Context: an optimization exercise on an open-source flow, tuned for small area and a short achievable clock period. The choices shown serve that exercise and are no tape-out recipe. Power figures rest on the tool's default switching activity, not on a simulated workload.

==> flow/design.v (excerpt) <==
module scopeCore (
	input logic clk_flash,
	input logic rstN,
	input logic [4*8-1:0] flashData,  
	input logic [8-1:0] threshLow,  
	input logic [8-1:0] threshHigh,
	input logic fallingEdge,
	input logic [(10 + 1)-1:0] tot,
	input logic [4-1:0] chanEnable,
	input logic [1:0] coinReq,
	input logic [8-1:0] holdTime,
	input logic allowSameChan,
	input logic noSelfTrig,
	input logic isFirst,
	input logic isLast,
	input logic [1:0] trigIn,  
	input logic startTrigger,
	input logic [10-1:0] triggerPoint,
	input logic [10-1:0] nsmp,
	input logic [5-1:0] downsample,
	input logic highRes,
	output logic [1:0] trigOut,  
	output logic trigger,
	output logic [4-1:0] inRange,  
	output logic acquiring,
	output logic dataReady,
	output logic [10-1:0] wrAddress,
	output logic [10-1:0] trigPointAddr,
	output logic [4*8-1:0] dout  
);
Size: roughly 2400 cells after synthesis, ~270 flip-flops, roughly 17000 um^2 of cells after synthesis.
clock: 5.0 ns
lec_check: 0
abc_area: 1
cap_margin: 20
core_margin: 2
core_utilization: 60
setup_slack_margin: 3.1
slew_margin: 20
tns_end_percent: 1
standard.sh (not shown) runs the stock make flow with config.mk's settings and CLKGATE_MAP_FILE= SYNTH_SCRIPT=/design/flow/synth_recipe.tcl, a recipe that flattens the netlist after the stock synthesis.
==> flow/flow/run.sh <==
#!/bin/bash
# Layout flow: the standard ORFS flow (standard synthesis included), with the
# ports buffered by a plain buffer instead of the weakest delay cell;
# nothing else changed.
set -euo pipefail
export BUFFER_PORTS_ARGS="-buffer_cell sky130_fd_sc_hd__buf_2"

bash standard.sh finish > make_finish.log 2>&1
The baseline produced a clean layout.
Then changed:
--- a/flow/design.v
+++ b/flow/design.v
@@ -208,19 +208,19 @@
 	always_comb begin
 		for (int i = 0; i < 4; i++) dsLo[i] = (downsample[1:0] == 2'(i));
 		for (int h = 0; h < 8; h++) dsHi[h] = (downsample[4:2] == 3'(h));
 		for (int h = 0; h < 8; h++) dsGrp[h] = |(dsSel[4*h +: 4] & dsLo);
 	end
 	assign dsGo = |(dsGrp & dsHi);
 	assign atTrigPoint = (sampleCount == triggerPoint);
 	assign atEnd = (sampleCount == nsmp);
 	assign postDone = (state == POSTACQ) && atEnd;
-	assign wrStep = dsGo && acquiring && !postDone;
+	assign wrStep = dsGo && (state != INIT) && !postDone;
 	assign wrNext = wrStep ? incA(wrAddress) : wrAddress;
 	always_ff @(posedge clk_flash) begin
 		if (!rstN || dsGo) begin
 			dsCount <= {{22{1'b0}}, 1'b1};
 		end else begin
 			dsCount <= incD(dsCount);
 		end
 	end
 	always_ff @(posedge clk_flash) begin
@@ -271,18 +271,19 @@
 		if (trigCapture) begin
 			trigPointAddr <= wrAddress;
 		end
 	end
 endmodule
 `timescale 1ns/1ps
 module sampleAverager (
 	input logic clk_flash,
 	input logic rstN,
+	input logic [4*8-1:0] flashData,  
 	input logic [4*8-1:0] samples,  
 	input logic highRes,  
 	input logic dsGo,
 	input logic [5-1:0] downsample,
 	output logic [4*8-1:0] dout  
 );
 	localparam int ACC_W = 8 + 5;  
 	function automatic logic [ACC_W-1:0] add(input logic [ACC_W-1:0] a, input logic [8-1:0] b);
 		logic [15:0] p, g, gg, pp;
@@ -297,58 +298,53 @@
 					gg[i] = gg[i] | (pp[i] & gg[((i >> l) << l) - 1]);
 					pp[i] = pp[i] & pp[((i >> l) << l) - 1];
 				end
 			end
 		end
 		r[0] = p[0];
 		for (int i = 1; i < ACC_W; i++) r[i] = p[i] ^ gg[i - 1];
 		add = r;
 	endfunction
-	logic [ACC_W-1:0] acc [4];  
-	logic [ACC_W-1:0] accSum [4];  
+	logic [ACC_W-1:0] accSum [4];
 	logic [8-1:0] accShift [4];  
 	logic [5-1:0] hrCount;  
 	logic [5:0] shiftSel;  
 	logic flush;  
+	logic restart;  
 	assign flush = dsGo || (&hrCount);  
+	assign restart = !rstN || !highRes || flush;
 	always_comb begin
 		for (int k = 0; k < 5; k++) shiftSel[k] = (downsample == 5'(k));
 		shiftSel[5] = (downsample >= 5'(5));
 		for (int i = 0; i < 4; i++) begin
-			accSum[i] = add(acc[i], samples[i*8 +: 8]);
 			accShift[i] = '0;
 			for (int k = 0; k <= 5; k++)
 				accShift[i] = accShift[i] | (accSum[i][k +: 8] & {8{shiftSel[k]}});
 		end
 	end
 	always_ff @(posedge clk_flash) begin
+		for (int i = 0; i < 4; i++) begin
+			accSum[i] <= restart ? ACC_W'(flashData[i*8 +: 8]) :
+				add(accSum[i], flashData[i*8 +: 8]);
+		end
 		if (!rstN) begin
 			hrCount <= '0;
 			dout <= '0;
-			for (int i = 0; i < 4; i++) begin
-				acc[i] <= '0;
-			end
 		end else if (highRes) begin
 			hrCount <= flush ? '0 : hrCount + 1'b1;
 			for (int i = 0; i < 4; i++) begin
 				if (flush) begin
 					dout[i*8 +: 8] <= accShift[i];
-					acc[i] <= '0;  
-				end else begin
-					acc[i] <= accSum[i];
 				end
 			end
 		end else begin
 			hrCount <= '0;
 			dout <= samples;  
-			for (int i = 0; i < 4; i++) begin
-				acc[i] <= '0;
-			end
 		end
 	end
 endmodule
 `timescale 1ns/1ps
 module scopeCore (
 	input logic clk_flash,
 	input logic rstN,
 	input logic [4*8-1:0] flashData,  
 	input logic [8-1:0] threshLow,  
@@ -424,16 +420,17 @@
 		.dsGo(dsGo),
 		.acquiring(acquiring),
 		.wrAddress(wrAddress),
 		.trigPointAddr(trigPointAddr),
 		.dataReady(dataReady)
 	);
 	sampleAverager uAvg (
 		.clk_flash(clk_flash),
 		.rstN(rstN),
+		.flashData(flashData),
 		.samples(samples),
 		.highRes(highRes),
 		.dsGo(dsGo),
 		.downsample(downsample),
 		.dout(dout)
 	);
 endmodule
Design area rose by 4.8%. Clock power hardly moves. Fmax rose by 16%. Via count rose by 1.4%. Critical path depth fell by 4. Global-route usage rose by 2.0 points. Wire length rose by 10%. Die area fell by 1.6%. Area after synthesis fell by 1.6%.
No run of this note included a check of the RTL's function; only the layout flow was run.

## separate check: timing with driven ports
How much do the figures lean on ideal ports? The routed layouts below were timed once more, with nothing changed but the port constraints. Step 1 (the two cells are an assumption about what drives the block):
set clk [get_ports {clk_flash}]
set_driving_cell -lib_cell sky130_fd_sc_hd__clkbuf_16 $clk
set_driving_cell -lib_cell sky130_fd_sc_hd__buf_2 [delete_from_list [all_inputs] $clk]
Step 2, shift: input delay + t, output delay - t, t = (earliest + latest rising clock arrival at the registers) / 2. This alone moves slack from input paths to output paths. a / b / c = no drivers / after step 1 / after step 2; a / b = the first two.
| run | t, ns | setup WS [ns] | cell pins on the clock port's net |
|---|---|---|---|
| the first run | 0.613 | 2.248 / 2.248 / 1.822 | 1 |
| the second run | 0.624 | 2.625 / 2.656 / 2.032 | 1 |
After both steps setup and hold are still met in every run listed. The setup slack of the second run, which loses most, moves by +0.031 ns with the drivers and by -0.593 ns with both steps.
